From an optimization exercise on the open Yosys and OpenROAD flow, aimed at a short achievable clock period and few clock cycles; shortcuts taken in it are not production practice. The flow treats the clock pin as an ideal source, which a real chip does not have. No activity file was given, so power comes from the tool's default toggle rates.

## the baseline
==> module scene_fetch, before the edit <==
module scene_fetch #(
  parameter int unsigned MAX_PEND = 4
) (
  input  logic                 clk,
  input  logic                 reset,
  input  logic                 start,
  input  logic [31:0]          base_addr,
  output logic                 avm_m0_read,
  output logic [31:0]          avm_m0_address,
  output logic [1:0]           avm_m0_byteenable,
  input  logic                 avm_m0_waitrequest,
  input  logic [15:0]          avm_m0_readdata,
  input  logic                 avm_m0_readdatavalid,
  output logic [191:0]         o_ray,
  output logic                 o_ray_valid,
  output logic [287:0]         o_tri,
  output logic [31:0]          o_tri_index,
  output logic                 o_tri_valid,
  input  logic                 i_tri_ready,
  output logic                 o_tri_last,
  output logic [31:0]          o_tri_cnt,
  output logic                 o_busy,
  output logic                 o_done
);
  logic         busy_q, done_q, done_d;
  logic         load;
  logic         rdv;
  logic [15:0]  rd;
  logic         rx_tri_q, rx_tri_d;
  logic [4:0]   rx_hw_q, rx_hw_d;
  logic [287:0] rec_q, rec_d;
  logic         full_q, full_d;      
  logic         lo_nz_q;             
  logic         h11_q, h12_q, h13_q, t17_q;
  logic         ray_ld_q, cnt_ld_q, zero_q, tri_ld_q;
  logic [191:0] ray_q, ray_h;
  logic         ray_valid_q, ray_valid_d;
  logic [31:0]  cnt_q, cnt_h;
  logic [287:0] tri_q, tri_h;
  logic         tri_valid_q, tri_valid_d;
  logic [31:0]  idx_q, idx_h;
  logic [15:0]  nxt_lo_q, nxt_hi_q;   
  logic         nxt_cp_q;             
  logic         ld_one;              
  logic         last_q, last_h;
  logic         take_q;
  logic         ray_ld, lo_rx, cnt_ld, tri_ld, rec_end, handshake, rd_nz, nz_ev, zero_ev;
  assign rdv       = avm_m0_readdatavalid;
  assign rd        = avm_m0_readdata;
  assign load      = start && !busy_q;
  assign handshake = tri_valid_q && i_tri_ready;
  assign rec_d   = rdv ? {rd, rec_q[287:16]} : rec_q;
  assign ray_ld  = rdv && h11_q;
  assign lo_rx   = rdv && h12_q;
  assign cnt_ld  = rdv && h13_q;
  assign rd_nz   = (rd != 16'd0);
  assign nz_ev   = (lo_rx || cnt_ld) && rd_nz;
  assign zero_ev = cnt_ld && !rd_nz && !lo_nz_q;
  assign rec_end = rdv && t17_q;
  assign tri_ld  = (full_q && !tri_valid_q) || (rdv && t17_q && !tri_valid_q);
  avm_read_issuer #(.MAX_PEND(MAX_PEND)) u_issuer (
    .clk           (clk),
    .reset         (reset),
    .load_i        (load),
    .load_addr_i   (base_addr),
    .nz_i          (nz_ev),
    .zero_i        (zero_ev),
    .cnt_i         (cnt_ld_q),
    .cnt_val_i     (rec_q[287:256]),
    .take_i        (take_q),
    .rsp_i         (rdv),
    .waitrequest_i (avm_m0_waitrequest),
    .read_o        (avm_m0_read),
    .address_o     (avm_m0_address)
  );
  always_comb begin
    rx_tri_d = rx_tri_q;
    rx_hw_d  = rx_hw_q;
    full_d   = full_q;
    done_d   = zero_q || (handshake && last_h);
    if (rdv) begin
      if (cnt_ld) begin
        rx_tri_d = 1'b1;
        rx_hw_d  = '0;
      end else if (rec_end) begin
        rx_hw_d  = '0;
      end else begin
        rx_hw_d  = rx_hw_q + 5'd1;
      end
    end
    if (rec_end) full_d = 1'b1;
    if (tri_ld)  full_d = 1'b0;
    if (load) begin
      rx_tri_d = 1'b0;
      rx_hw_d  = '0;
      full_d   = 1'b0;
    end
  end
  assign ray_valid_d = !load && (ray_ld_q || ray_valid_q);
  assign tri_valid_d = (tri_valid_q && !i_tri_ready) || tri_ld;
  always_ff @(posedge clk) begin
    if (!reset) begin
      busy_q      <= 1'b0;
      done_q      <= 1'b0;
      rx_tri_q    <= 1'b0;
      rx_hw_q     <= '0;
      h11_q       <= 1'b0;
      h12_q       <= 1'b0;
      h13_q       <= 1'b0;
      t17_q       <= 1'b0;
      full_q      <= 1'b0;
      ray_ld_q    <= 1'b0;
      cnt_ld_q    <= 1'b0;
      zero_q      <= 1'b0;
      tri_ld_q    <= 1'b0;
      ray_valid_q <= 1'b0;
      tri_valid_q <= 1'b0;
      take_q      <= 1'b0;
    end else begin
      busy_q      <= load || (busy_q && !done_q);
      done_q      <= done_d;
      rx_tri_q    <= rx_tri_d;
      rx_hw_q     <= rx_hw_d;
      h11_q       <= !rx_tri_d && (rx_hw_d == 5'd11);
      h12_q       <= !rx_tri_d && (rx_hw_d == 5'd12);
      h13_q       <= !rx_tri_d && (rx_hw_d == 5'd13);
      t17_q       <= rx_tri_d && (rx_hw_d == 5'd17);
      full_q      <= full_d;
      ray_ld_q    <= ray_ld;
      cnt_ld_q    <= cnt_ld;
      zero_q      <= zero_ev;
      tri_ld_q    <= tri_ld;
      ray_valid_q <= ray_valid_d;
      tri_valid_q <= tri_valid_d;
      take_q      <= handshake;
    end
  end
  always_ff @(posedge clk) begin
    rec_q <= rec_d;
    if (lo_rx) lo_nz_q <= rd_nz;
  end
  always_ff @(posedge clk) begin
    if (cnt_ld_q) begin
      nxt_lo_q <= '0;
      nxt_hi_q <= '0;
      nxt_cp_q <= 1'b0;
    end else begin
      if (tri_ld) nxt_lo_q <= nxt_lo_q + 16'd1;
      nxt_cp_q <= tri_ld && (nxt_lo_q == 16'hFFFF);
      if (nxt_cp_q) nxt_hi_q <= nxt_hi_q + 16'd1;
    end
  end
  rec_countdown u_ld_left (
    .clk    (clk),
    .reset  (reset),
    .load_i (cnt_ld_q),
    .val_i  (rec_q[287:256]),
    .dec_i  (tri_ld_q),
    .one_o  (ld_one)
  );
  always_ff @(posedge clk) begin
    if (ray_ld_q) ray_h <= rec_q[287:96];
    if (cnt_ld_q) cnt_h <= rec_q[287:256];
    if (tri_ld) begin
      tri_h  <= rec_d;
      idx_h  <= {nxt_hi_q, nxt_lo_q};
      last_h <= ld_one;
    end
  end
  always_ff @(posedge clk) begin
    if (!reset) begin
      ray_q  <= '0;
      cnt_q  <= '0;
      tri_q  <= '0;
      idx_q  <= '0;
      last_q <= 1'b0;
    end else begin
      ray_q  <= ray_ld_q ? rec_q[287:96] : ray_h;
      cnt_q  <= cnt_ld_q ? rec_q[287:256] : cnt_h;
      tri_q  <= tri_ld ? rec_d : tri_h;
      idx_q  <= tri_ld ? {nxt_hi_q, nxt_lo_q} : idx_h;
      last_q <= tri_ld ? ld_one : last_h;
    end
  end
  assign avm_m0_byteenable = 2'b11;
  assign o_ray       = ray_q;
  assign o_ray_valid = ray_valid_q;
  assign o_tri       = tri_q;
  assign o_tri_index = idx_q;
  assign o_tri_valid = tri_valid_q;
  assign o_tri_last  = last_q;
  assign o_tri_cnt   = cnt_q;
  assign o_busy      = busy_q;
  assign o_done      = done_q;
endmodule
export LEC_CHECK = 0
export ABC_CLOCK_PERIOD_IN_PS = 2500
export CAP_MARGIN = 20
export CORE_MARGIN = 2
export CORE_UTILIZATION = 40
export SETUP_SLACK_MARGIN = 5
export SLEW_MARGIN = 20
create_clock -name core_clock -period 8.0 [get_ports {clk}]
standard.sh (not shown) runs the stock make flow with config.mk's settings and CLKGATE_MAP_FILE= SYNTH_SCRIPT=/design/flow/synth_recipe.tcl, a recipe that flattens the netlist after the stock synthesis.
==> flow/flow/run.sh <==
#!/bin/bash
# Standard ORFS layout with four changes: timing repair aims for 5.5 ns of setup slack;
# before detailed placement, the registers that drive output ports are moved next to their
# port buffers (flow/pre_dp.tcl); clock sinks are clustered 25 per leaf buffer within
# 100 um; and after CTS the buffers above the leaf buffers are replaced by 4 buffers that
# the clock port drives directly (flow/pre_cts.tcl). ORFS writes each step's log under
# orfs/logs; make's output goes to flow_make.log.
set -euo pipefail
bash standard.sh SETUP_SLACK_MARGIN=5.5 CTS_CLUSTER_SIZE=25 CTS_CLUSTER_DIAMETER=100 \
  PRE_DETAIL_PLACE_TCL="$PWD/flow/pre_dp.tcl" PRE_CTS_TCL="$PWD/flow/pre_cts.tcl" \
  finish > flow_make.log 2>&1
Other scripts of this flow, unchanged in this note and not shown: flow/flow/pre_cts.tcl, flow/flow/pre_dp.tcl
diff inputs: the baseline => the candidate
--- a/flow/design.v
+++ b/flow/design.v
@@ -230,5 +230,5 @@
   logic         lo_nz_q;             
   logic         h11_q, h12_q, h13_q, t17_q;
-  logic         ray_ld_q, cnt_ld_q, zero_q, tri_ld_q;
+  logic         ray_ld_q, cnt_ld_q, zero_q, nz_q, tri_ld_q;
   logic [191:0] ray_q, ray_h;
   logic         ray_valid_q, ray_valid_d;
@@ -261,6 +261,6 @@
     .load_i        (load),
     .load_addr_i   (base_addr),
-    .nz_i          (nz_ev),
-    .zero_i        (zero_ev),
+    .nz_i          (nz_q),
+    .zero_i        (zero_q),
     .cnt_i         (cnt_ld_q),
     .cnt_val_i     (rec_q[287:256]),
@@ -310,4 +310,5 @@
       cnt_ld_q    <= 1'b0;
       zero_q      <= 1'b0;
+      nz_q        <= 1'b0;
       tri_ld_q    <= 1'b0;
       ray_valid_q <= 1'b0;
@@ -327,4 +328,5 @@
       cnt_ld_q    <= cnt_ld;
       zero_q      <= zero_ev;
+      nz_q        <= nz_ev;
       tri_ld_q    <= tri_ld;
       ray_valid_q <= ray_valid_d;
## What came out
- Synthesis-stage register bit count: the baseline vs the candidate — no meaningful difference
- Comparing combinational group share of total power for the baseline and the candidate, the bigger number came from the candidate.
- The candidate and the baseline ended up with roughly the same overall die area.
- Compared with the baseline, the candidate shows final cell count that has gone up slightly.
- Total power of the candidate is higher than that of the baseline.
- Taking the baseline as the reference, in the candidate total number of clock tree sinks closely matched the old numbers, wire length on met3 increased by about 4.6% relative to the old numbers.
Function was not checked in any run of this note: the RTL went through the layout flow alone.

========
rev 12:
Another version of the RTL of scene_fetch (not shown whole).
Size in the first run: about 1600 flip-flops, about 640 I/O pins.
==> module avm_read_issuer, before the edit <==
module avm_read_issuer #(
  parameter int unsigned MAX_PEND = 4
) (
  input  logic        clk,
  input  logic        reset,
  input  logic        load_i,         
  input  logic [31:0] load_addr_i,
  input  logic        nz_i,           
  input  logic        zero_i,         
  input  logic        cnt_i,          
  input  logic [31:0] cnt_val_i,
  input  logic        take_i,         
  input  logic        rsp_i,          
  input  logic        waitrequest_i,
  output logic        read_o,
  output logic [31:0] address_o
);
  localparam logic [5:0] SPACE = 6'(2 * rt_pkg::TRI_HWORDS);
  logic [1:0]  ph_q, ph_d;
  logic        read_q, read_d;
  logic [31:0] addr_q, addr_h;
  logic [4:0]  hw_q, hw_d;
  logic        left_one;             
  logic        dec_q, dec_d;         
  logic [2:0]  pend_q, pend_d;
  logic [5:0]  space_q, space_d;
  logic        nz_q, nz_d;           
  logic        acc;
  logic        hw_last, rec_last, nz;
  logic        can_acc, can_noacc;
  logic        pend_ok_acc, pend_ok_noacc;
  assign acc      = read_q && !waitrequest_i;
  assign hw_last  = (ph_q == rt_pkg::IssHdr) ? (hw_q == 5'd13) : (hw_q == 5'd17);
  assign rec_last = left_one;
  assign nz       = nz_q || nz_i;
  always_comb begin
    can_acc   = 1'b0;
    can_noacc = 1'b0;
    unique case (ph_q)
      rt_pkg::IssHdr: begin
        can_acc   = !hw_last || nz;
        can_noacc = 1'b1;
      end
      rt_pkg::IssWait: begin
        can_acc   = 1'b0;
        can_noacc = nz_i;
      end
      rt_pkg::IssTri: begin
        can_acc   = !(hw_last && rec_last) && (space_q > 6'd1);
        can_noacc = (space_q != 6'd0);
      end
      default: ;
    endcase
  end
  assign pend_ok_acc   = rsp_i || (pend_q < 3'(MAX_PEND - 1));
  assign pend_ok_noacc = rsp_i || (pend_q < 3'(MAX_PEND));
  always_comb begin
    if (read_q) read_d = waitrequest_i || (can_acc && pend_ok_acc);
    else        read_d = can_noacc && pend_ok_noacc;
    ph_d    = ph_q;
    hw_d    = hw_q;
    dec_d   = 1'b0;
    space_d = space_q;
    pend_d  = pend_q + 3'(acc) - 3'(rsp_i);
    nz_d    = nz_q || nz_i;
    if (acc) begin
      hw_d = hw_last ? 5'd0 : hw_q + 5'd1;
      if (ph_q == rt_pkg::IssHdr && hw_last) begin
        ph_d    = nz ? rt_pkg::IssTri : rt_pkg::IssWait;
        space_d = SPACE;
      end
      if (ph_q == rt_pkg::IssTri) begin
        space_d = space_q - 6'd1;
        if (hw_last) begin
          dec_d = 1'b1;
          if (rec_last) ph_d = rt_pkg::IssEnd;
        end
      end
    end
    if (take_i) space_d = space_d + 6'(rt_pkg::TRI_HWORDS);
    if (ph_q == rt_pkg::IssWait) begin
      if (nz_i)   ph_d = rt_pkg::IssTri;
      if (zero_i) ph_d = rt_pkg::IssEnd;
    end
    if (load_i) begin
      read_d  = 1'b1;
      ph_d    = rt_pkg::IssHdr;
      hw_d    = '0;
      pend_d  = '0;
      nz_d    = 1'b0;
    end
  end
  always_ff @(posedge clk) begin
    if (!reset) begin
      read_q  <= 1'b0;
      ph_q    <= rt_pkg::IssEnd;
      hw_q    <= '0;
      dec_q   <= 1'b0;
      pend_q  <= '0;
      space_q <= '0;
      nz_q    <= 1'b0;
    end else begin
      read_q  <= read_d;
      ph_q    <= ph_d;
      hw_q    <= hw_d;
      dec_q   <= dec_d;
      pend_q  <= pend_d;
      space_q <= space_d;
      nz_q    <= nz_d;
    end
  end
  always_ff @(posedge clk) begin
    if (!reset)      addr_q <= '0;
    else if (load_i) addr_q <= load_addr_i;
    else if (acc)    addr_q <= addr_h + 32'd2;
    else             addr_q <= addr_h;
  end
  always_ff @(posedge clk) begin
    if (load_i)      addr_h <= load_addr_i;
    else if (acc)    addr_h <= addr_h + 32'd2;
  end
  rec_countdown u_left (
    .clk    (clk),
    .reset  (reset),
    .load_i (cnt_i),
    .val_i  (cnt_val_i),
    .dec_i  (dec_q),
    .one_o  (left_one)
  );
  assign read_o    = read_q;
  assign address_o = addr_q;
endmodule
export LEC_CHECK = 0
export ABC_CLOCK_PERIOD_IN_PS = 2500
export CAP_MARGIN = 20
export CORE_MARGIN = 2
export CORE_UTILIZATION = 40
export SETUP_SLACK_MARGIN = 5
export SLEW_MARGIN = 20
create_clock -name core_clock -period 8.0 [get_ports {clk}]
==> flow/flow/run.sh <==
#!/bin/bash
# Standard ORFS layout with three changes: timing repair aims for 5.5 ns of setup slack,
# clock sinks are clustered 25 per leaf buffer within 100 um, and after CTS the buffers
# above the leaf buffers are replaced by 4 buffers that the clock port drives directly
# (flow/pre_cts.tcl). ORFS writes each step's log under orfs/logs; make's output goes to
# flow_make.log.
set -euo pipefail
bash standard.sh SETUP_SLACK_MARGIN=5.5 CTS_CLUSTER_SIZE=25 CTS_CLUSTER_DIAMETER=100 \
  PRE_CTS_TCL="$PWD/flow/pre_cts.tcl" finish > flow_make.log 2>&1
Other scripts of this flow, unchanged in this note and not shown: flow/flow/pre_cts.tcl
#### Input delta (rev 13 over rev 12)
--- a/flow/design.v
+++ b/flow/design.v
@@ -40,25 +40,29 @@
   output logic [31:0] address_o
 );
   localparam logic [5:0] SPACE = 6'(2 * rt_pkg::TRI_HWORDS);
   logic [1:0]  ph_q, ph_d;
   logic        read_q, read_d;
-  logic [31:0] addr_q, addr_h;
+  logic [31:0] addr_q, addr_h, addr_n, addr_h2, addr_h4, nxt_h, nxt_n;
+  logic        fix_q;                
   logic [4:0]  hw_q, hw_d;
   logic        left_one;             
   logic        dec_q, dec_d;         
   logic [2:0]  pend_q, pend_d;
-  logic [5:0]  space_q, space_d;
+  logic [5:0]  space_q, space_d;     
+  logic        sdec_q, sdec_d;       
+  logic [5:0]  space;                
   logic        nz_q, nz_d;           
   logic        acc;
   logic        hw_last, rec_last, nz;
   logic        can_acc, can_noacc;
   logic        pend_ok_acc, pend_ok_noacc;
   assign acc      = read_q && !waitrequest_i;
   assign hw_last  = (ph_q == rt_pkg::IssHdr) ? (hw_q == 5'd13) : (hw_q == 5'd17);
   assign rec_last = left_one;
   assign nz       = nz_q || nz_i;
+  assign space    = space_q - 6'(sdec_q);
   always_comb begin
     can_acc   = 1'b0;
     can_noacc = 1'b0;
     unique case (ph_q)
       rt_pkg::IssHdr: begin
@@ -68,12 +72,12 @@
       rt_pkg::IssWait: begin
         can_acc   = 1'b0;
         can_noacc = nz_i;
       end
       rt_pkg::IssTri: begin
-        can_acc   = !(hw_last && rec_last) && (space_q > 6'd1);
-        can_noacc = (space_q != 6'd0);
+        can_acc   = !(hw_last && rec_last) && (space > 6'd1);
+        can_noacc = (space != 6'd0);
       end
       default: ;
     endcase
   end
   assign pend_ok_acc   = rsp_i || (pend_q < 3'(MAX_PEND - 1));
@@ -82,68 +86,84 @@
     if (read_q) read_d = waitrequest_i || (can_acc && pend_ok_acc);
     else        read_d = can_noacc && pend_ok_noacc;
     ph_d    = ph_q;
     hw_d    = hw_q;
     dec_d   = 1'b0;
-    space_d = space_q;
+    space_d = space + (take_i ? 6'(rt_pkg::TRI_HWORDS) : 6'd0);
+    sdec_d  = acc && (ph_q == rt_pkg::IssTri);
     pend_d  = pend_q + 3'(acc) - 3'(rsp_i);
     nz_d    = nz_q || nz_i;
     if (acc) begin
       hw_d = hw_last ? 5'd0 : hw_q + 5'd1;
       if (ph_q == rt_pkg::IssHdr && hw_last) begin
         ph_d    = nz ? rt_pkg::IssTri : rt_pkg::IssWait;
-        space_d = SPACE;
       end
       if (ph_q == rt_pkg::IssTri) begin
-        space_d = space_q - 6'd1;
         if (hw_last) begin
           dec_d = 1'b1;
           if (rec_last) ph_d = rt_pkg::IssEnd;
         end
       end
     end
-    if (take_i) space_d = space_d + 6'(rt_pkg::TRI_HWORDS);
     if (ph_q == rt_pkg::IssWait) begin
       if (nz_i)   ph_d = rt_pkg::IssTri;
       if (zero_i) ph_d = rt_pkg::IssEnd;
     end
     if (load_i) begin
       read_d  = 1'b1;
       ph_d    = rt_pkg::IssHdr;
       hw_d    = '0;
       pend_d  = '0;
       nz_d    = 1'b0;
+      space_d = SPACE;
+      sdec_d  = 1'b0;
     end
   end
   always_ff @(posedge clk) begin
     if (!reset) begin
       read_q  <= 1'b0;
       ph_q    <= rt_pkg::IssEnd;
       hw_q    <= '0;
       dec_q   <= 1'b0;
       pend_q  <= '0;
       space_q <= '0;
+      sdec_q  <= 1'b0;
       nz_q    <= 1'b0;
     end else begin
       read_q  <= read_d;
       ph_q    <= ph_d;
       hw_q    <= hw_d;
       dec_q   <= dec_d;
       pend_q  <= pend_d;
       space_q <= space_d;
+      sdec_q  <= sdec_d;
       nz_q    <= nz_d;
     end
   end
+  assign addr_h2 = addr_h + 32'd2;
+  assign addr_h4 = addr_h + 32'd4;
+  assign nxt_h   = fix_q ? addr_h2 : addr_n;             
+  assign nxt_n   = fix_q ? addr_h4 : addr_n + 32'd2;     
   always_ff @(posedge clk) begin
     if (!reset)      addr_q <= '0;
     else if (load_i) addr_q <= load_addr_i;
-    else if (acc)    addr_q <= addr_h + 32'd2;
+    else if (acc)    addr_q <= nxt_h;
     else             addr_q <= addr_h;
   end
   always_ff @(posedge clk) begin
-    if (load_i)      addr_h <= load_addr_i;
-    else if (acc)    addr_h <= addr_h + 32'd2;
+    if (!reset) fix_q <= 1'b0;
+    else        fix_q <= load_i;
+  end
+  always_ff @(posedge clk) begin
+    if (load_i) begin
+      addr_h <= load_addr_i;
+    end else if (acc) begin
+      addr_h <= nxt_h;
+      addr_n <= nxt_n;
+    end else if (fix_q) begin
+      addr_n <= addr_h2;
+    end
   end
   rec_countdown u_left (
     .clk    (clk),
     .reset  (reset),
     .load_i (cnt_i),
- Looking at per-cell via count in the routed design, rev 13 sits 6.8% above rev 12.
- Side by side, sequential cell area in the final layout turned out higher in rev 13 than in rev 12.
- Rev 13 vs. rev 12: routed length on met3 went up by 12%.
- Final wirelength: rev 13 and rev 12 compared, higher one is rev 13
- Share of power burned in the clock network ends up higher on rev 12.
- Rev 12 has a lower area growth from synthesis to layout than rev 13.
- For rev 12, the worst setup path startpoint was avm_m0_waitrequest, unlike rev 13, where it was avm_m0_readdata[14].
- In the metrics for rev 13 and rev 12, the one carrying the higher netlist area before placement is rev 13.
- Global-route usage is lower on rev 12
No functional check of the RTL was part of any run of this note.

## static timing again, ports no longer ideal
No port has a modelled driver above. Below, the same layouts with a new extraction and two added sets of constraints.
Step 1, drivers: a clkbuf_16 drives clk and a buf_2 each remaining input, both assumed.
Step 2 also shifts input and output timing later by t, the mid clock arrival at the registers, as if the neighbouring blocks saw the same clock.
Three values: ideal ports, drivers, drivers and shift; two values: the first two.
run | shift t [ns] | setup slack, ns | worst register clock-pin slew, ns | cell pins on the clock port's net
the baseline | 0.683 | 5.009 / 5.097 / 4.413 | 0.11 / 0.11 | 4
the candidate | 0.696 | 5.332 / 5.195 / 4.525 | 0.11 / 0.11 | 4
rev 12 | 0.676 | 5.293 / 5.189 / 4.678 | 0.11 / 0.11 | 4
rev 13 | 0.705 | 5.185 / 5.110 / 4.483 | 0.11 / 0.11 | 4
After both steps every run listed still meets setup and hold. The setup slack of the candidate, which loses most, moves by -0.137 ns with the drivers and by -0.807 ns with both steps.
